Source: an optimization exercise on an open RTL-to-GDS flow (aim: small area and few clock cycles per item). Production flows keep margins and buffers that such runs may drop.
The RTL was checked by simulation tests, not by an equivalence proof against the original design.

==> flow/run.sh <==
#!/bin/bash
# The standard ORFS layout (the standard.sh), with one change: the port
# buffers that global placement inserts on every input and output are
# sky130_fd_sc_hd__buf_1 instead of the tool's default pick; timing repair
# still resizes any of them that need more drive.
set -euo pipefail
bash standard.sh "BUFFER_PORTS_ARGS=-buffer_cell sky130_fd_sc_hd__buf_1" finish > standard.log 2>&1
==> standard.sh <==
#!/bin/bash
# synth_recipe.tcl (not shown) runs the flow's synth.tcl, then flattens the netlist and writes it again
# the make line also repeats each setting of config.mk as NAME=value (left out here)
make -C /OpenROAD-flow-scripts/flow DESIGN_CONFIG=/design/flow/config.mk WORK_HOME=/design/flow/orfs CLKGATE_MAP_FILE= SYNTH_SCRIPT=/design/flow/synth_recipe.tcl "${@:-finish}"
==> config.mk <==
export PLATFORM = sky130hd
export DESIGN_NAME = dsp_mac_pipe
export DESIGN_NICKNAME = dsp_mac_pipe
export VERILOG_FILES = /design/flow/design.v
export SDC_FILE = /design/flow/constraint.sdc
export NUM_CORES = 4
export LEC_CHECK = 0
export CAP_MARGIN = 20
export CORE_MARGIN = 2
export CORE_UTILIZATION = 40
export SLEW_MARGIN = 20
==> constraint.sdc <==
create_clock -name core_clock -period 7.0 [get_ports {CLK}]
set_input_delay 1.4000 -clock core_clock [delete_from_list [all_inputs] [get_ports {CLK}]]
set_output_delay 1.4000 -clock core_clock [all_outputs]
set_load 0.01 [all_outputs]
==> design.v <==
module dsp_mac_pipe (
  input  logic               CLK,
  input  logic               RSTN,
  input  logic               IN_VALID,
  output logic               IN_READY,
  input  logic signed [17:0] A,
  input  logic signed [17:0] B,
  input  logic signed [17:0] D,
  input  logic signed [47:0] C,
  input  logic [3:0]         OPMODE,
  output logic               OUT_VALID,
  input  logic               OUT_READY,
  output logic signed [47:0] P,
  output logic               CARRYOUT,
  output logic               OVERFLOW
);
  logic        vld_q;
  logic [3:0]  cnt_q;
  logic [47:0] r_q;
  logic        co_q, ovf_q;
  logic        v1_q;
  logic [17:0] a1_q;
  logic [18:0] pre1_q;
  logic [47:0] c1_q;
  logic [1:0]  op1_q;      
  logic fire, adv;
  assign fire     = v1_q && (!vld_q || OUT_READY);
  assign adv      = !v1_q || fire;
  assign IN_READY = adv;
  logic        sb;
  logic [18:0] dg, bx, pre_d;
  logic [19:0] pre_w;
  assign sb    = OPMODE[0] & OPMODE[1];
  assign dg    = OPMODE[0] ? {D[17], D} : 19'd0;
  assign bx    = {B[17], B} ^ {19{sb}};
  assign pre_w = {dg, 1'b1} + {bx, sb};
  assign pre_d = pre_w[19:1];
  always_ff @(posedge CLK or negedge RSTN) begin
    if (!RSTN)    v1_q <= 1'b0;
    else if (adv) v1_q <= IN_VALID;
  end
  always_ff @(posedge CLK) begin
    if (adv) begin
      a1_q   <= A;
      pre1_q <= pre_d;
      c1_q   <= C;
      op1_q  <= OPMODE[3:2];
    end
  end
  logic [18:0] pre;
  logic [18:0] a_ext;
  logic [8:0]  one, two, neg;
  assign pre   = pre1_q;
  assign a_ext = {a1_q, 1'b0};
  always_comb begin
    for (int i = 0; i < 9; i++) begin
      one[i] = v1_q & (a_ext[2*i+1] ^ a_ext[2*i]);
      two[i] = v1_q & ((a_ext[2*i+2] & ~a_ext[2*i+1] & ~a_ext[2*i]) |
                       (~a_ext[2*i+2] & a_ext[2*i+1] & a_ext[2*i]));
      neg[i] = v1_q & (a_ext[2*i+2] ^ op1_q[1]);
    end
  end
  logic [19:0] pre2, pre1;
  assign pre1 = {pre[18], pre};
  assign pre2 = {pre, 1'b0};
  logic [19:0] y0, y1, y2, y3, y4, y5, y6, y7, y8;
  assign y0 = (({20{one[0]}} & pre1) | ({20{two[0]}} & pre2)) ^ {20{neg[0]}};
  assign y1 = (({20{one[1]}} & pre1) | ({20{two[1]}} & pre2)) ^ {20{neg[1]}};
  assign y2 = (({20{one[2]}} & pre1) | ({20{two[2]}} & pre2)) ^ {20{neg[2]}};
  assign y3 = (({20{one[3]}} & pre1) | ({20{two[3]}} & pre2)) ^ {20{neg[3]}};
  assign y4 = (({20{one[4]}} & pre1) | ({20{two[4]}} & pre2)) ^ {20{neg[4]}};
  assign y5 = (({20{one[5]}} & pre1) | ({20{two[5]}} & pre2)) ^ {20{neg[5]}};
  assign y6 = (({20{one[6]}} & pre1) | ({20{two[6]}} & pre2)) ^ {20{neg[6]}};
  assign y7 = (({20{one[7]}} & pre1) | ({20{two[7]}} & pre2)) ^ {20{neg[7]}};
  assign y8 = (({20{one[8]}} & pre1) | ({20{two[8]}} & pre2)) ^ {20{neg[8]}};
  logic        use_acc;
  logic [47:0] base;
  assign use_acc = op1_q[0] && (cnt_q != 4'd0);
  assign base    = use_acc ? r_q : c1_q;
  wire s1, c2;
  assign s1 = neg[0] ^ base[0] ^ 1'b0;
  assign c2 = (neg[0] & base[0]) | (1'b0 & (neg[0] ^ base[0]));
  wire s3, c4;
  assign s3 = base[1] ^ c2 ^ 1'b0;
  assign c4 = (base[1] & c2) | (1'b0 & (base[1] ^ c2));
  wire s5, c6;
  assign s5 = neg[1] ^ base[2] ^ c4;
  assign c6 = (neg[1] & base[2]) | (c4 & (neg[1] ^ base[2]));
  wire s7, c8;
  assign s7 = y0[2] ^ y1[0] ^ 1'b0;
  assign c8 = (y0[2] & y1[0]) | (1'b0 & (y0[2] ^ y1[0]));
  wire s9, c10;
  assign s9 = base[3] ^ c6 ^ y0[3];
  assign c10 = (base[3] & c6) | (y0[3] & (base[3] ^ c6));
  wire s11, c12;
  assign s11 = y1[1] ^ c8 ^ 1'b0;
  assign c12 = (y1[1] & c8) | (1'b0 & (y1[1] ^ c8));
  wire s13, c14;
  assign s13 = neg[2] ^ base[4] ^ y0[4];
  assign c14 = (neg[2] & base[4]) | (y0[4] & (neg[2] ^ base[4]));
  wire s15, c16;
  assign s15 = y1[2] ^ y2[0] ^ c10;
  assign c16 = (y1[2] & y2[0]) | (c10 & (y1[2] ^ y2[0]));
  wire s17, c18;
  assign s17 = s13 ^ c12 ^ 1'b0;
  assign c18 = (s13 & c12) | (1'b0 & (s13 ^ c12));
  wire s19, c20;
  assign s19 = base[5] ^ y0[5] ^ y1[3];
  assign c20 = (base[5] & y0[5]) | (y1[3] & (base[5] ^ y0[5]));
  wire s21, c22;
  assign s21 = y2[1] ^ c14 ^ s19;
  assign c22 = (y2[1] & c14) | (s19 & (y2[1] ^ c14));
  wire s23, c24;
  assign s23 = c16 ^ s21 ^ 1'b0;
  assign c24 = (c16 & s21) | (1'b0 & (c16 ^ s21));
  wire s25, c26;
  assign s25 = neg[3] ^ base[6] ^ y0[6];
  assign c26 = (neg[3] & base[6]) | (y0[6] & (neg[3] ^ base[6]));
  wire s27, c28;
  assign s27 = y1[4] ^ y2[2] ^ y3[0];
  assign c28 = (y1[4] & y2[2]) | (y3[0] & (y1[4] ^ y2[2]));
  wire s29, c30;
  assign s29 = c20 ^ s25 ^ s27;
  assign c30 = (c20 & s25) | (s27 & (c20 ^ s25));
  wire s31, c32;
  assign s31 = c22 ^ s29 ^ 1'b0;
  assign c32 = (c22 & s29) | (1'b0 & (c22 ^ s29));
  wire s33, c34;
  assign s33 = base[7] ^ y0[7] ^ y1[5];
  assign c34 = (base[7] & y0[7]) | (y1[5] & (base[7] ^ y0[7]));
  wire s35, c36;
  assign s35 = y2[3] ^ y3[1] ^ c26;
  assign c36 = (y2[3] & y3[1]) | (c26 & (y2[3] ^ y3[1]));
  wire s37, c38;
  assign s37 = c28 ^ s33 ^ c30;
  assign c38 = (c28 & s33) | (c30 & (c28 ^ s33));
  wire s39, c40;
  assign s39 = s35 ^ c32 ^ 1'b0;
  assign c40 = (s35 & c32) | (1'b0 & (s35 ^ c32));
  wire s41, c42;
  assign s41 = neg[4] ^ base[8] ^ y0[8];
  assign c42 = (neg[4] & base[8]) | (y0[8] & (neg[4] ^ base[8]));
  wire s43, c44;
  assign s43 = y1[6] ^ y2[4] ^ y3[2];
  assign c44 = (y1[6] & y2[4]) | (y3[2] & (y1[6] ^ y2[4]));
  wire s45, c46;
  assign s45 = y4[0] ^ c34 ^ s41;
  assign c46 = (y4[0] & c34) | (s41 & (y4[0] ^ c34));
  wire s47, c48;
  assign s47 = s43 ^ c36 ^ s45;
  assign c48 = (s43 & c36) | (s45 & (s43 ^ c36));
  wire s49, c50;
  assign s49 = c38 ^ s47 ^ 1'b0;
  assign c50 = (c38 & s47) | (1'b0 & (c38 ^ s47));
  wire s51, c52;
  assign s51 = base[9] ^ y0[9] ^ y1[7];
  assign c52 = (base[9] & y0[9]) | (y1[7] & (base[9] ^ y0[9]));
  wire s53, c54;
  assign s53 = y2[5] ^ y3[3] ^ y4[1];
  assign c54 = (y2[5] & y3[3]) | (y4[1] & (y2[5] ^ y3[3]));
  wire s55, c56;
  assign s55 = c42 ^ c44 ^ s51;
  assign c56 = (c42 & c44) | (s51 & (c42 ^ c44));
  wire s57, c58;
  assign s57 = s53 ^ c46 ^ s55;
  assign c58 = (s53 & c46) | (s55 & (s53 ^ c46));
  wire s59, c60;
  assign s59 = c48 ^ s57 ^ 1'b0;
  assign c60 = (c48 & s57) | (1'b0 & (c48 ^ s57));
  wire s61, c62;
  assign s61 = neg[5] ^ base[10] ^ y0[10];
  assign c62 = (neg[5] & base[10]) | (y0[10] & (neg[5] ^ base[10]));
  wire s63, c64;
  assign s63 = y1[8] ^ y2[6] ^ y3[4];
  assign c64 = (y1[8] & y2[6]) | (y3[4] & (y1[8] ^ y2[6]));
  wire s65, c66;
  assign s65 = y4[2] ^ y5[0] ^ c52;
  assign c66 = (y4[2] & y5[0]) | (c52 & (y4[2] ^ y5[0]));
  wire s67, c68;
  assign s67 = c54 ^ s61 ^ s63;
  assign c68 = (c54 & s61) | (s63 & (c54 ^ s61));
  wire s69, c70;
  assign s69 = c56 ^ s65 ^ s67;
  assign c70 = (c56 & s65) | (s67 & (c56 ^ s65));
  wire s71, c72;
  assign s71 = c58 ^ s69 ^ 1'b0;
  assign c72 = (c58 & s69) | (1'b0 & (c58 ^ s69));
  wire s73, c74;
  assign s73 = base[11] ^ y0[11] ^ y1[9];
  assign c74 = (base[11] & y0[11]) | (y1[9] & (base[11] ^ y0[11]));
  wire s75, c76;
  assign s75 = y2[7] ^ y3[5] ^ y4[3];
  assign c76 = (y2[7] & y3[5]) | (y4[3] & (y2[7] ^ y3[5]));
  wire s77, c78;
  assign s77 = y5[1] ^ c62 ^ c64;
  assign c78 = (y5[1] & c62) | (c64 & (y5[1] ^ c62));
  wire s79, c80;
  assign s79 = s73 ^ s75 ^ c66;
  assign c80 = (s73 & s75) | (c66 & (s73 ^ s75));
  wire s81, c82;
  assign s81 = c68 ^ s77 ^ s79;
  assign c82 = (c68 & s77) | (s79 & (c68 ^ s77));
  wire s83, c84;
  assign s83 = c70 ^ s81 ^ 1'b0;
  assign c84 = (c70 & s81) | (1'b0 & (c70 ^ s81));
  wire s85, c86;
  assign s85 = neg[6] ^ base[12] ^ y0[12];
  assign c86 = (neg[6] & base[12]) | (y0[12] & (neg[6] ^ base[12]));
  wire s87, c88;
  assign s87 = y1[10] ^ y2[8] ^ y3[6];
  assign c88 = (y1[10] & y2[8]) | (y3[6] & (y1[10] ^ y2[8]));
  wire s89, c90;
  assign s89 = y4[4] ^ y5[2] ^ y6[0];
  assign c90 = (y4[4] & y5[2]) | (y6[0] & (y4[4] ^ y5[2]));
  wire s91, c92;
  assign s91 = c74 ^ c76 ^ s85;
  assign c92 = (c74 & c76) | (s85 & (c74 ^ c76));
  wire s93, c94;
  assign s93 = s87 ^ s89 ^ c78;
  assign c94 = (s87 & s89) | (c78 & (s87 ^ s89));
  wire s95, c96;
  assign s95 = s91 ^ c80 ^ s93;
  assign c96 = (s91 & c80) | (s93 & (s91 ^ c80));
  wire s97, c98;
  assign s97 = c82 ^ s95 ^ 1'b0;
  assign c98 = (c82 & s95) | (1'b0 & (c82 ^ s95));
  wire s99, c100;
  assign s99 = base[13] ^ y0[13] ^ y1[11];
  assign c100 = (base[13] & y0[13]) | (y1[11] & (base[13] ^ y0[13]));
  wire s101, c102;
  assign s101 = y2[9] ^ y3[7] ^ y4[5];
  assign c102 = (y2[9] & y3[7]) | (y4[5] & (y2[9] ^ y3[7]));
  wire s103, c104;
  assign s103 = y5[3] ^ y6[1] ^ c86;
  assign c104 = (y5[3] & y6[1]) | (c86 & (y5[3] ^ y6[1]));
  wire s105, c106;
  assign s105 = c88 ^ c90 ^ s99;
  assign c106 = (c88 & c90) | (s99 & (c88 ^ c90));
  wire s107, c108;
  assign s107 = s101 ^ c92 ^ s103;
  assign c108 = (s101 & c92) | (s103 & (s101 ^ c92));
  wire s109, c110;
  assign s109 = s105 ^ c94 ^ s107;
  assign c110 = (s105 & c94) | (s107 & (s105 ^ c94));
  wire s111, c112;
  assign s111 = c96 ^ s109 ^ 1'b0;
  assign c112 = (c96 & s109) | (1'b0 & (c96 ^ s109));
  wire s113, c114;
  assign s113 = neg[7] ^ base[14] ^ y0[14];
  assign c114 = (neg[7] & base[14]) | (y0[14] & (neg[7] ^ base[14]));
  wire s115, c116;
  assign s115 = y1[12] ^ y2[10] ^ y3[8];
  assign c116 = (y1[12] & y2[10]) | (y3[8] & (y1[12] ^ y2[10]));
  wire s117, c118;
  assign s117 = y4[6] ^ y5[4] ^ y6[2];
  assign c118 = (y4[6] & y5[4]) | (y6[2] & (y4[6] ^ y5[4]));
  wire s119, c120;
  assign s119 = y7[0] ^ c100 ^ c102;
  assign c120 = (y7[0] & c100) | (c102 & (y7[0] ^ c100));
  wire s121, c122;
  assign s121 = s113 ^ s115 ^ s117;
  assign c122 = (s113 & s115) | (s117 & (s113 ^ s115));
  wire s123, c124;
  assign s123 = c104 ^ c106 ^ s119;
  assign c124 = (c104 & c106) | (s119 & (c104 ^ c106));
  wire s125, c126;
  assign s125 = s121 ^ c108 ^ s123;
  assign c126 = (s121 & c108) | (s123 & (s121 ^ c108));
  wire s127, c128;
  assign s127 = c110 ^ s125 ^ 1'b0;
  assign c128 = (c110 & s125) | (1'b0 & (c110 ^ s125));
  wire s129, c130;
  assign s129 = base[15] ^ y0[15] ^ y1[13];
  assign c130 = (base[15] & y0[15]) | (y1[13] & (base[15] ^ y0[15]));
  wire s131, c132;
  assign s131 = y2[11] ^ y3[9] ^ y4[7];
  assign c132 = (y2[11] & y3[9]) | (y4[7] & (y2[11] ^ y3[9]));
  wire s133, c134;
  assign s133 = y5[5] ^ y6[3] ^ y7[1];
  assign c134 = (y5[5] & y6[3]) | (y7[1] & (y5[5] ^ y6[3]));
  wire s135, c136;
  assign s135 = c114 ^ c116 ^ c118;
  assign c136 = (c114 & c116) | (c118 & (c114 ^ c116));
  wire s137, c138;
  assign s137 = s129 ^ s131 ^ s133;
  assign c138 = (s129 & s131) | (s133 & (s129 ^ s131));
  wire s139, c140;
  assign s139 = c120 ^ c122 ^ s135;
  assign c140 = (c120 & c122) | (s135 & (c120 ^ c122));
  wire s141, c142;
  assign s141 = s137 ^ c124 ^ s139;
  assign c142 = (s137 & c124) | (s139 & (s137 ^ c124));
  wire s143, c144;
  assign s143 = c126 ^ s141 ^ 1'b0;
  assign c144 = (c126 & s141) | (1'b0 & (c126 ^ s141));
  wire s145, c146;
  assign s145 = neg[8] ^ base[16] ^ y0[16];
  assign c146 = (neg[8] & base[16]) | (y0[16] & (neg[8] ^ base[16]));
  wire s147, c148;
  assign s147 = y1[14] ^ y2[12] ^ y3[10];
  assign c148 = (y1[14] & y2[12]) | (y3[10] & (y1[14] ^ y2[12]));
  wire s149, c150;
  assign s149 = y4[8] ^ y5[6] ^ y6[4];
  assign c150 = (y4[8] & y5[6]) | (y6[4] & (y4[8] ^ y5[6]));
  wire s151, c152;
  assign s151 = y7[2] ^ y8[0] ^ c130;
  assign c152 = (y7[2] & y8[0]) | (c130 & (y7[2] ^ y8[0]));
  wire s153, c154;
  assign s153 = c132 ^ c134 ^ s145;
  assign c154 = (c132 & c134) | (s145 & (c132 ^ c134));
  wire s155, c156;
  assign s155 = s147 ^ s149 ^ c136;
  assign c156 = (s147 & s149) | (c136 & (s147 ^ s149));
  wire s157, c158;
  assign s157 = c138 ^ s151 ^ s153;
  assign c158 = (c138 & s151) | (s153 & (c138 ^ s151));
  wire s159, c160;
  assign s159 = c140 ^ s155 ^ s157;
  assign c160 = (c140 & s155) | (s157 & (c140 ^ s155));
  wire s161, c162;
  assign s161 = c142 ^ s159 ^ 1'b0;
  assign c162 = (c142 & s159) | (1'b0 & (c142 ^ s159));
  wire s163, c164;
  assign s163 = base[17] ^ y0[17] ^ y1[15];
  assign c164 = (base[17] & y0[17]) | (y1[15] & (base[17] ^ y0[17]));
  wire s165, c166;
  assign s165 = y2[13] ^ y3[11] ^ y4[9];
  assign c166 = (y2[13] & y3[11]) | (y4[9] & (y2[13] ^ y3[11]));
  wire s167, c168;
  assign s167 = y5[7] ^ y6[5] ^ y7[3];
  assign c168 = (y5[7] & y6[5]) | (y7[3] & (y5[7] ^ y6[5]));
  wire s169, c170;
  assign s169 = y8[1] ^ c146 ^ c148;
  assign c170 = (y8[1] & c146) | (c148 & (y8[1] ^ c146));
  wire s171, c172;
  assign s171 = c150 ^ s163 ^ s165;
  assign c172 = (c150 & s163) | (s165 & (c150 ^ s163));
  wire s173, c174;
  assign s173 = s167 ^ c152 ^ c154;
  assign c174 = (s167 & c152) | (c154 & (s167 ^ c152));
  wire s175, c176;
  assign s175 = s169 ^ s171 ^ c156;
  assign c176 = (s169 & s171) | (c156 & (s169 ^ s171));
  wire s177, c178;
  assign s177 = c158 ^ s173 ^ s175;
  assign c178 = (c158 & s173) | (s175 & (c158 ^ s173));
  wire s179, c180;
  assign s179 = c160 ^ s177 ^ 1'b0;
  assign c180 = (c160 & s177) | (1'b0 & (c160 ^ s177));
  wire s181, c182;
  assign s181 = base[18] ^ y0[18] ^ y1[16];
  assign c182 = (base[18] & y0[18]) | (y1[16] & (base[18] ^ y0[18]));
  wire s183, c184;
  assign s183 = y2[14] ^ y3[12] ^ y4[10];
  assign c184 = (y2[14] & y3[12]) | (y4[10] & (y2[14] ^ y3[12]));
  wire s185, c186;
  assign s185 = y5[8] ^ y6[6] ^ y7[4];
  assign c186 = (y5[8] & y6[6]) | (y7[4] & (y5[8] ^ y6[6]));
  wire s187, c188;
  assign s187 = y8[2] ^ c164 ^ c166;
  assign c188 = (y8[2] & c164) | (c166 & (y8[2] ^ c164));
  wire s189, c190;
  assign s189 = c168 ^ s181 ^ s183;
  assign c190 = (c168 & s181) | (s183 & (c168 ^ s181));
  wire s191, c192;
  assign s191 = s185 ^ c170 ^ c172;
  assign c192 = (s185 & c170) | (c172 & (s185 ^ c170));
  wire s193, c194;
  assign s193 = s187 ^ s189 ^ c174;
  assign c194 = (s187 & s189) | (c174 & (s187 ^ s189));
  wire s195, c196;
  assign s195 = s191 ^ c176 ^ s193;
  assign c196 = (s191 & c176) | (s193 & (s191 ^ c176));
  wire s197, c198;
  assign s197 = c178 ^ s195 ^ 1'b0;
  assign c198 = (c178 & s195) | (1'b0 & (c178 ^ s195));
  wire s199, c200;
  assign s199 = 1'b1 ^ base[19] ^ ~y0[19];
  assign c200 = (1'b1 & base[19]) | (~y0[19] & (1'b1 ^ base[19]));
  wire s201, c202;
  assign s201 = y1[17] ^ y2[15] ^ y3[13];
  assign c202 = (y1[17] & y2[15]) | (y3[13] & (y1[17] ^ y2[15]));
  wire s203, c204;
  assign s203 = y4[11] ^ y5[9] ^ y6[7];
  assign c204 = (y4[11] & y5[9]) | (y6[7] & (y4[11] ^ y5[9]));
  wire s205, c206;
  assign s205 = y7[5] ^ y8[3] ^ c182;
  assign c206 = (y7[5] & y8[3]) | (c182 & (y7[5] ^ y8[3]));
  wire s207, c208;
  assign s207 = c184 ^ c186 ^ s199;
  assign c208 = (c184 & c186) | (s199 & (c184 ^ c186));
  wire s209, c210;
  assign s209 = s201 ^ s203 ^ c188;
  assign c210 = (s201 & s203) | (c188 & (s201 ^ s203));
  wire s211, c212;
  assign s211 = c190 ^ s205 ^ s207;
  assign c212 = (c190 & s205) | (s207 & (c190 ^ s205));
  wire s213, c214;
  assign s213 = c192 ^ s209 ^ s211;
  assign c214 = (c192 & s209) | (s211 & (c192 ^ s209));
  wire s215, c216;
  assign s215 = c194 ^ s213 ^ c196;
  assign c216 = (c194 & s213) | (c196 & (c194 ^ s213));
  wire s217, c218;
  assign s217 = 1'b1 ^ base[20] ^ y1[18];
  assign c218 = (1'b1 & base[20]) | (y1[18] & (1'b1 ^ base[20]));
  wire s219, c220;
  assign s219 = y2[16] ^ y3[14] ^ y4[12];
  assign c220 = (y2[16] & y3[14]) | (y4[12] & (y2[16] ^ y3[14]));
  wire s221, c222;
  assign s221 = y5[10] ^ y6[8] ^ y7[6];
  assign c222 = (y5[10] & y6[8]) | (y7[6] & (y5[10] ^ y6[8]));
  wire s223, c224;
  assign s223 = y8[4] ^ c200 ^ c202;
  assign c224 = (y8[4] & c200) | (c202 & (y8[4] ^ c200));
  wire s225, c226;
  assign s225 = c204 ^ s217 ^ s219;
  assign c226 = (c204 & s217) | (s219 & (c204 ^ s217));
  wire s227, c228;
  assign s227 = s221 ^ c206 ^ c208;
  assign c228 = (s221 & c206) | (c208 & (s221 ^ c206));
  wire s229, c230;
  assign s229 = s223 ^ s225 ^ c210;
  assign c230 = (s223 & s225) | (c210 & (s223 ^ s225));
  wire s231, c232;
  assign s231 = c212 ^ s227 ^ s229;
  assign c232 = (c212 & s227) | (s229 & (c212 ^ s227));
  wire s233, c234;
  assign s233 = c214 ^ s231 ^ 1'b0;
  assign c234 = (c214 & s231) | (1'b0 & (c214 ^ s231));
  wire s235, c236;
  assign s235 = base[21] ^ ~y1[19] ^ y2[17];
  assign c236 = (base[21] & ~y1[19]) | (y2[17] & (base[21] ^ ~y1[19]));
  wire s237, c238;
  assign s237 = y3[15] ^ y4[13] ^ y5[11];
  assign c238 = (y3[15] & y4[13]) | (y5[11] & (y3[15] ^ y4[13]));
  wire s239, c240;
  assign s239 = y6[9] ^ y7[7] ^ y8[5];
  assign c240 = (y6[9] & y7[7]) | (y8[5] & (y6[9] ^ y7[7]));
  wire s241, c242;
  assign s241 = c218 ^ c220 ^ c222;
  assign c242 = (c218 & c220) | (c222 & (c218 ^ c220));
  wire s243, c244;
  assign s243 = s235 ^ s237 ^ s239;
  assign c244 = (s235 & s237) | (s239 & (s235 ^ s237));
  wire s245, c246;
  assign s245 = c224 ^ c226 ^ s241;
  assign c246 = (c224 & c226) | (s241 & (c224 ^ c226));
  wire s247, c248;
  assign s247 = s243 ^ c228 ^ s245;
  assign c248 = (s243 & c228) | (s245 & (s243 ^ c228));
  wire s249, c250;
  assign s249 = c230 ^ s247 ^ c232;
  assign c250 = (c230 & s247) | (c232 & (c230 ^ s247));
  wire s251, c252;
  assign s251 = 1'b1 ^ base[22] ^ y2[18];
  assign c252 = (1'b1 & base[22]) | (y2[18] & (1'b1 ^ base[22]));
  wire s253, c254;
  assign s253 = y3[16] ^ y4[14] ^ y5[12];
  assign c254 = (y3[16] & y4[14]) | (y5[12] & (y3[16] ^ y4[14]));
  wire s255, c256;
  assign s255 = y6[10] ^ y7[8] ^ y8[6];
  assign c256 = (y6[10] & y7[8]) | (y8[6] & (y6[10] ^ y7[8]));
  wire s257, c258;
  assign s257 = c236 ^ c238 ^ c240;
  assign c258 = (c236 & c238) | (c240 & (c236 ^ c238));
  wire s259, c260;
  assign s259 = s251 ^ s253 ^ s255;
  assign c260 = (s251 & s253) | (s255 & (s251 ^ s253));
  wire s261, c262;
  assign s261 = c242 ^ c244 ^ s257;
  assign c262 = (c242 & c244) | (s257 & (c242 ^ c244));
  wire s263, c264;
  assign s263 = s259 ^ c246 ^ s261;
  assign c264 = (s259 & c246) | (s261 & (s259 ^ c246));
  wire s265, c266;
  assign s265 = c248 ^ s263 ^ 1'b0;
  assign c266 = (c248 & s263) | (1'b0 & (c248 ^ s263));
  wire s267, c268;
  assign s267 = base[23] ^ ~y2[19] ^ y3[17];
  assign c268 = (base[23] & ~y2[19]) | (y3[17] & (base[23] ^ ~y2[19]));
  wire s269, c270;
  assign s269 = y4[15] ^ y5[13] ^ y6[11];
  assign c270 = (y4[15] & y5[13]) | (y6[11] & (y4[15] ^ y5[13]));
  wire s271, c272;
  assign s271 = y7[9] ^ y8[7] ^ c252;
  assign c272 = (y7[9] & y8[7]) | (c252 & (y7[9] ^ y8[7]));
  wire s273, c274;
  assign s273 = c254 ^ c256 ^ s267;
  assign c274 = (c254 & c256) | (s267 & (c254 ^ c256));
  wire s275, c276;
  assign s275 = s269 ^ c258 ^ c260;
  assign c276 = (s269 & c258) | (c260 & (s269 ^ c258));
  wire s277, c278;
  assign s277 = s271 ^ s273 ^ c262;
  assign c278 = (s271 & s273) | (c262 & (s271 ^ s273));
  wire s279, c280;
  assign s279 = s275 ^ c264 ^ s277;
  assign c280 = (s275 & c264) | (s277 & (s275 ^ c264));
  wire s281, c282;
  assign s281 = 1'b1 ^ base[24] ^ y3[18];
  assign c282 = (1'b1 & base[24]) | (y3[18] & (1'b1 ^ base[24]));
  wire s283, c284;
  assign s283 = y4[16] ^ y5[14] ^ y6[12];
  assign c284 = (y4[16] & y5[14]) | (y6[12] & (y4[16] ^ y5[14]));
  wire s285, c286;
  assign s285 = y7[10] ^ y8[8] ^ c268;
  assign c286 = (y7[10] & y8[8]) | (c268 & (y7[10] ^ y8[8]));
  wire s287, c288;
  assign s287 = c270 ^ s281 ^ s283;
  assign c288 = (c270 & s281) | (s283 & (c270 ^ s281));
  wire s289, c290;
  assign s289 = c272 ^ c274 ^ s285;
  assign c290 = (c272 & c274) | (s285 & (c272 ^ c274));
  wire s291, c292;
  assign s291 = s287 ^ c276 ^ s289;
  assign c292 = (s287 & c276) | (s289 & (s287 ^ c276));
  wire s293, c294;
  assign s293 = c278 ^ s291 ^ 1'b0;
  assign c294 = (c278 & s291) | (1'b0 & (c278 ^ s291));
  wire s295, c296;
  assign s295 = base[25] ^ ~y3[19] ^ y4[17];
  assign c296 = (base[25] & ~y3[19]) | (y4[17] & (base[25] ^ ~y3[19]));
  wire s297, c298;
  assign s297 = y5[15] ^ y6[13] ^ y7[11];
  assign c298 = (y5[15] & y6[13]) | (y7[11] & (y5[15] ^ y6[13]));
  wire s299, c300;
  assign s299 = y8[9] ^ c282 ^ c284;
  assign c300 = (y8[9] & c282) | (c284 & (y8[9] ^ c282));
  wire s301, c302;
  assign s301 = s295 ^ s297 ^ c286;
  assign c302 = (s295 & s297) | (c286 & (s295 ^ s297));
  wire s303, c304;
  assign s303 = c288 ^ s299 ^ c290;
  assign c304 = (c288 & s299) | (c290 & (c288 ^ s299));
  wire s305, c306;
  assign s305 = s301 ^ c292 ^ s303;
  assign c306 = (s301 & c292) | (s303 & (s301 ^ c292));
  wire s307, c308;
  assign s307 = 1'b1 ^ base[26] ^ y4[18];
  assign c308 = (1'b1 & base[26]) | (y4[18] & (1'b1 ^ base[26]));
  wire s309, c310;
  assign s309 = y5[16] ^ y6[14] ^ y7[12];
  assign c310 = (y5[16] & y6[14]) | (y7[12] & (y5[16] ^ y6[14]));
  wire s311, c312;
  assign s311 = y8[10] ^ c296 ^ c298;
  assign c312 = (y8[10] & c296) | (c298 & (y8[10] ^ c296));
  wire s313, c314;
  assign s313 = s307 ^ s309 ^ c300;
  assign c314 = (s307 & s309) | (c300 & (s307 ^ s309));
  wire s315, c316;
  assign s315 = s311 ^ c302 ^ s313;
  assign c316 = (s311 & c302) | (s313 & (s311 ^ c302));
  wire s317, c318;
  assign s317 = c304 ^ s315 ^ 1'b0;
  assign c318 = (c304 & s315) | (1'b0 & (c304 ^ s315));
  wire s319, c320;
  assign s319 = base[27] ^ ~y4[19] ^ y5[17];
  assign c320 = (base[27] & ~y4[19]) | (y5[17] & (base[27] ^ ~y4[19]));
  wire s321, c322;
  assign s321 = y6[15] ^ y7[13] ^ y8[11];
  assign c322 = (y6[15] & y7[13]) | (y8[11] & (y6[15] ^ y7[13]));
  wire s323, c324;
  assign s323 = c308 ^ c310 ^ s319;
  assign c324 = (c308 & c310) | (s319 & (c308 ^ c310));
  wire s325, c326;
  assign s325 = s321 ^ c312 ^ s323;
  assign c326 = (s321 & c312) | (s323 & (s321 ^ c312));
  wire s327, c328;
  assign s327 = c314 ^ s325 ^ c316;
  assign c328 = (c314 & s325) | (c316 & (c314 ^ s325));
  wire s329, c330;
  assign s329 = 1'b1 ^ base[28] ^ y5[18];
  assign c330 = (1'b1 & base[28]) | (y5[18] & (1'b1 ^ base[28]));
  wire s331, c332;
  assign s331 = y6[16] ^ y7[14] ^ y8[12];
  assign c332 = (y6[16] & y7[14]) | (y8[12] & (y6[16] ^ y7[14]));
  wire s333, c334;
  assign s333 = c320 ^ c322 ^ s329;
  assign c334 = (c320 & c322) | (s329 & (c320 ^ c322));
  wire s335, c336;
  assign s335 = s331 ^ c324 ^ s333;
  assign c336 = (s331 & c324) | (s333 & (s331 ^ c324));
  wire s337, c338;
  assign s337 = c326 ^ s335 ^ 1'b0;
  assign c338 = (c326 & s335) | (1'b0 & (c326 ^ s335));
  wire s339, c340;
  assign s339 = base[29] ^ ~y5[19] ^ y6[17];
  assign c340 = (base[29] & ~y5[19]) | (y6[17] & (base[29] ^ ~y5[19]));
  wire s341, c342;
  assign s341 = y7[15] ^ y8[13] ^ c330;
  assign c342 = (y7[15] & y8[13]) | (c330 & (y7[15] ^ y8[13]));
  wire s343, c344;
  assign s343 = c332 ^ s339 ^ c334;
  assign c344 = (c332 & s339) | (c334 & (c332 ^ s339));
  wire s345, c346;
  assign s345 = s341 ^ c336 ^ s343;
  assign c346 = (s341 & c336) | (s343 & (s341 ^ c336));
  wire s347, c348;
  assign s347 = 1'b1 ^ base[30] ^ y6[18];
  assign c348 = (1'b1 & base[30]) | (y6[18] & (1'b1 ^ base[30]));
  wire s349, c350;
  assign s349 = y7[16] ^ y8[14] ^ c340;
  assign c350 = (y7[16] & y8[14]) | (c340 & (y7[16] ^ y8[14]));
  wire s351, c352;
  assign s351 = s347 ^ c342 ^ s349;
  assign c352 = (s347 & c342) | (s349 & (s347 ^ c342));
  wire s353, c354;
  assign s353 = c344 ^ s351 ^ 1'b0;
  assign c354 = (c344 & s351) | (1'b0 & (c344 ^ s351));
  wire s355, c356;
  assign s355 = base[31] ^ ~y6[19] ^ y7[17];
  assign c356 = (base[31] & ~y6[19]) | (y7[17] & (base[31] ^ ~y6[19]));
  wire s357, c358;
  assign s357 = y8[15] ^ c348 ^ s355;
  assign c358 = (y8[15] & c348) | (s355 & (y8[15] ^ c348));
  wire s359, c360;
  assign s359 = c350 ^ s357 ^ c352;
  assign c360 = (c350 & s357) | (c352 & (c350 ^ s357));
  wire s361, c362;
  assign s361 = 1'b1 ^ base[32] ^ y7[18];
  assign c362 = (1'b1 & base[32]) | (y7[18] & (1'b1 ^ base[32]));
  wire s363, c364;
  assign s363 = y8[16] ^ c356 ^ s361;
  assign c364 = (y8[16] & c356) | (s361 & (y8[16] ^ c356));
  wire s365, c366;
  assign s365 = c358 ^ s363 ^ 1'b0;
  assign c366 = (c358 & s363) | (1'b0 & (c358 ^ s363));
  wire s367, c368;
  assign s367 = base[33] ^ ~y7[19] ^ y8[17];
  assign c368 = (base[33] & ~y7[19]) | (y8[17] & (base[33] ^ ~y7[19]));
  wire s369, c370;
  assign s369 = c362 ^ s367 ^ c364;
  assign c370 = (c362 & s367) | (c364 & (c362 ^ s367));
  wire s371, c372;
  assign s371 = 1'b1 ^ base[34] ^ y8[18];
  assign c372 = (1'b1 & base[34]) | (y8[18] & (1'b1 ^ base[34]));
  wire s373, c374;
  assign s373 = c368 ^ s371 ^ 1'b0;
  assign c374 = (c368 & s371) | (1'b0 & (c368 ^ s371));
  wire s375, c376;
  assign s375 = base[35] ^ ~y8[19] ^ c372;
  assign c376 = (base[35] & ~y8[19]) | (c372 & (base[35] ^ ~y8[19]));
  wire s377, c378;
  assign s377 = 1'b1 ^ base[36] ^ 1'b0;
  assign c378 = (1'b1 & base[36]) | (1'b0 & (1'b1 ^ base[36]));
  wire s379, c380;
  assign s379 = 1'b1 ^ base[37] ^ 1'b0;
  assign c380 = (1'b1 & base[37]) | (1'b0 & (1'b1 ^ base[37]));
  wire s381, c382;
  assign s381 = 1'b1 ^ base[38] ^ 1'b0;
  assign c382 = (1'b1 & base[38]) | (1'b0 & (1'b1 ^ base[38]));
  wire s383, c384;
  assign s383 = 1'b1 ^ base[39] ^ 1'b0;
  assign c384 = (1'b1 & base[39]) | (1'b0 & (1'b1 ^ base[39]));
  wire s385, c386;
  assign s385 = 1'b1 ^ base[40] ^ 1'b0;
  assign c386 = (1'b1 & base[40]) | (1'b0 & (1'b1 ^ base[40]));
  wire s387, c388;
  assign s387 = 1'b1 ^ base[41] ^ 1'b0;
  assign c388 = (1'b1 & base[41]) | (1'b0 & (1'b1 ^ base[41]));
  wire s389, c390;
  assign s389 = 1'b1 ^ base[42] ^ 1'b0;
  assign c390 = (1'b1 & base[42]) | (1'b0 & (1'b1 ^ base[42]));
  wire s391, c392;
  assign s391 = 1'b1 ^ base[43] ^ 1'b0;
  assign c392 = (1'b1 & base[43]) | (1'b0 & (1'b1 ^ base[43]));
  wire s393, c394;
  assign s393 = 1'b1 ^ base[44] ^ 1'b0;
  assign c394 = (1'b1 & base[44]) | (1'b0 & (1'b1 ^ base[44]));
  wire s395, c396;
  assign s395 = 1'b1 ^ base[45] ^ 1'b0;
  assign c396 = (1'b1 & base[45]) | (1'b0 & (1'b1 ^ base[45]));
  wire s397, c398;
  assign s397 = 1'b1 ^ base[46] ^ 1'b0;
  assign c398 = (1'b1 & base[46]) | (1'b0 & (1'b1 ^ base[46]));
  wire s399, c400;
  assign s399 = 1'b1 ^ base[47] ^ 1'b0;
  assign c400 = (1'b1 & base[47]) | (1'b0 & (1'b1 ^ base[47]));
  wire s401, c402;
  assign s401 = 1'b1 ^ base[47] ^ 1'b0;
  assign c402 = (1'b1 & base[47]) | (1'b0 & (1'b1 ^ base[47]));
  wire [48:0] sx, sy;
  assign sx = {c400, c398, c396, c394, c392, c390, c388, c386, c384, c382, c380, c378, s377, c374, s373, c366, s365, c354, c346, c338, s337, c318, c306, c294, c280, c266, s265, c234, c216, c198, c180, c162, c144, c128, c112, c98, c84, c72, c60, c50, c40, s37, c24, c18, s15, s9, s5, s3, s1};
  assign sy = {s401, s399, s397, s395, s393, s391, s389, s387, s385, s383, s381, s379, c376, s375, c370, s369, c360, s359, s353, s345, c328, s327, s317, s305, s293, s279, c250, s249, s233, s215, s197, s179, s161, s143, s127, s111, s97, s83, s71, s59, s49, s39, s31, s23, s17, s11, s7, y0[1], y0[0]};
  logic [48:0] u;
  assign u = sx + sy;
  logic s_m;
  assign s_m = (a1_q[17] ^ pre[18]) & (|a1_q) & (|pre);
  logic [47:0] res;
  logic        ovf, co, last, emit;
  assign res  = u[47:0];
  assign ovf  = u[48] ^ u[47];
  assign co   = u[48] ^ base[47] ^ s_m;
  assign last = (cnt_q == 4'd15);
  assign emit = !op1_q[0] || last;
  always_ff @(posedge CLK or negedge RSTN) begin
    if (!RSTN) begin
      vld_q <= 1'b0;
      cnt_q <= 4'd0;
    end else begin
      if (fire) begin
        vld_q <= emit;
        cnt_q <= (op1_q[0] && !last) ? cnt_q + 4'd1 : 4'd0;
      end else if (OUT_READY) begin
        vld_q <= 1'b0;
      end
    end
  end
  always_ff @(posedge CLK) begin
    if (fire) begin
      r_q   <= res;
      co_q  <= co;
      ovf_q <= ovf;
    end
  end
  assign OUT_VALID = vld_q;
  assign P         = r_q;
  assign CARRYOUT  = co_q;
  assign OVERFLOW  = ovf_q;
endmodule
==> summary.txt <==
layout make-up:
type,count,share of cell area
multi-input cells,1280,0.597
flip-flops and latches,143,0.219
repair buffers,291,0.0844
inverters,182,0.0350
well taps,539,0.0346
clock buffers,17,0.0218
clock inverters,15,0.00834
routing by layer:
metal / vias to the layer above / part of all wire
li1: 6312 / -
met1: 6464 / 0.46
met2: 360 / 0.46
met3: 78 / 0.049
met4: 0 / 0.028
met5: - / 0
critical path: cells and delay by family, from the launching register on:
family,cells,cell delay [ns]
compound gates,7,1.19
xor+xnor,1,0.18
fa+ha+maj,6,2.85
buf+inv,8,0.81
flops,1,0.41
simple gates,3,1.04
synth_stat cells, types with 20 or more instances:
master      n
inv_1     181
xnor2_1   160
fa_1      153
a22oi_1   145
edfxtp_1  137
xor2_1    122
nand2_1   106
ha_1      104
clkbuf_1   86
a21oi_1    63
o21ai_0    53
and2_1     44
nor2_1     39
mux2i_1    37
nand3_1    32
buf_1      24
nand2b_1   22
a21o_1     20
flip-flops by register name, indices dropped and copies added (netlist names):
register	count
c1_q	48
r_q	48
pre1_q	19
a1_q	18
cnt_q	4
op1_q	2
co_q	1
ovf_q	1
v1_q	1
vld_q	1
kinds of logic (layout without fill, tap and decap cells):
family                   after synthesis  count (layout)  share of synthesized area
buffers and inverters                311             505                     0.0707
flip-flops                           143             143                      0.250
multiplexers                          51              51                     0.0310
XOR/XNOR                             283             283                      0.146
adder cells (fa/ha/maj)              257             257                      0.256
AO/OA/AOI/OAI                        368             368                      0.148
AND/OR/NAND/NOR                      321             321                     0.0981
what timing repair did:
| action | CTS | global route |
|---|---|---|
| setup endpoints to repair | 0 | 16 |
| buffers inserted | 0 | 3 |
| gates resized for setup | 0 | 15 |
worst paths after layout:
kind | slack, ns | cells after the start | to | startpoint
min | 0.54 | 1 | cnt_q[3]$_DFFE_PN0P_ | cnt_q[3]$_DFFE_PN0P_
max in group asynchronous | 5.97 | 1 | cnt_q[0]$_DFFE_PN0P_ | RSTN
min in group asynchronous | 0.78 | 1 | vld_q$_DFFE_PN0P_ | RSTN
min reg2reg | 0.54 | 1 | cnt_q[3]$_DFFE_PN0P_ | cnt_q[3]$_DFFE_PN0P_
max reg2reg | 0.26 | 25 | r_q[45]$_DFFE_PP_ | a1_q[7]$_DFFE_PP_
max | 0.26 | 25 | r_q[45]$_DFFE_PP_ | a1_q[7]$_DFFE_PP_
stage by stage:
step | setup WS [ns] | TNS [ns]
5_1_grt | -0.00738 | -0.00738
3_5_place_dp | 0.0549 | 0
6_report | 0.255 | 0
3_3_place_gp | 0.141 | 0
2_1_floorplan | 0.00275 | 0
4_1_cts | 0.0446 | 0
==> flow_summary.json <==
{
  "final_common_cell": "inv_1",
  "wl_mm": 50.1,
  "num-fill-cells": 4075,
  "drc": 0,
  "dp_cells": 2432,
  "row_count": 75,
  "yosysTopAreaCellShare": 0.242,
  "postLayoutCoreUtil": 0.465,
  "synth_area_leaders": "edfxtp_1, fa_1, xnor2_1",
  "worstHoldPathType": "reg2reg",
  "multi_input_area_um2": 11600,
  "fmax_mhz": 148,
  "grt.busiest_layer": "met2",
  "final-max-slew-violation-count": 0,
  "synth_cell_types": 71,
  "dieArea_um2": 44200,
  "grt_overflow": 0,
  "crit_type": "reg2reg",
  "slew_headroom": 0.527,
  "antenna_found_initial": 0,
  "diodes": 0,
  "final-setup-viol-count": 0,
  "layout_common_cells": "inv_1, buf_1, xnor2_1",
  "drive_above_1_share": 0.112,
  "grt_max_degree": 33,
  "grt_pass1_wl_mm": 78.4,
  "port_buffers": 161,
  "worst_pin_slew_ns": 0.704,
  "place_area_um2": 18800,
  "async_flop_share": 0.0420,
  "htree_levels": 4,
  "drt-pass1-iter-count": 8,
  "yosys.area.top_type": "edfxtp_1",
  "avgSynthCellArea_um2": 9.82,
  "cp-start-kind": "flop",
  "coreArea_um2": 41900,
  "synth_seq_cells": 143,
  "clk_latency_ns": 0.49,
  "ys_warn_count": 1,
  "final_cells": 2467,
  "outcome": "no timing/DRC/antenna violations",
  "fin_crit_sh": 0.964,
  "die_width_um": 210,
  "hold_violations": 0,
  "cts_tree": "yes",
  "nets": 2282,
  "met3_usage": 0.0384,
  "netlist_area_um2": 17000,
  "num_vias": 13200,
  "crit_required_ns": 7.23,
  "ios": 162,
  "syn-instance-count": 1734,
  "cp_data_arrival_time_ns": 6.98,
  "grt_pass1_vias": 13600,
  "ys_seq_area_frac": 0.250,
  "cts.sinks": 143,
  "cts_made_buffers": 17,
  "ant_nets": 0,
  "globalplace.congestion": 0.902,
  "ys.flop_type": "edfxtp_1",
  "crit_top_cell": "fa_1",
  "holdWs_ns": 0.541,
  "cts_buffer_depth": 2,
  "maxCapViolCount": 0,
  "hpwlAfterDp_mm": 40.1,
  "slowest_stage": "fa_1",
  "routed_via_density": 5.36,
  "path_max_fanout": 6,
  "die_y_um": 210,
  "cp-end-kind": "flop",
  "wl_per_cell_um": 20.3,
  "cts.root.buffer_cell": "clkbuf_16",
  "period_needed_ns": 6.74,
  "clkTransAtPathRegs_ns": 0.07,
  "met1_usage": 0.322,
  "synth_edf_count": 137,
  "initial_core_util": 0.406,
  "design_area_um2": 19500,
  "cp_slowest_stage_delay_ns": 0.57,
  "postCtsHoldBufs": 0,
  "drt_iter0_markers": 872,
  "area_growth_pct": 14.5,
  "syn_nets": 2101,
  "skew_ns": 0.0156,
  "globalRouteTotalUtil": 0.235,
  "grtUsageMet2": 0.378,
  "regArea_um2": 4260
}
Testbench counts, summed over its fixed seeds: cycles 32,062, items 32,046.

separate check: timing with driven ports:
No port has a modelled driver above. Below, the same layout with a new extraction and two added sets of constraints. Step 1 assumes that a clkbuf_16 drives the clock port and a buf_2 every other input. Step 2 moves the port delays by t, midway between the first and last clock arrival at a register: inputs arrive t later, outputs are due t later. That takes back most of the time a late clock gives input paths. Three values: no drivers, after step 1, after step 2; two values: the first two.
t, ns: 0.534
setup WS [ns]: 0.255 / 0.255 / 0.255
latest minus earliest clock arrival (ns): 0.019 / 0.019
worst slew at a driven data input, ns: 0.06
pins driven straight from the clock port: 1
After both steps setup and hold are still met in this run. The setup slack of this run moves by 0.000 ns with the drivers and by 0.000 ns with both steps.
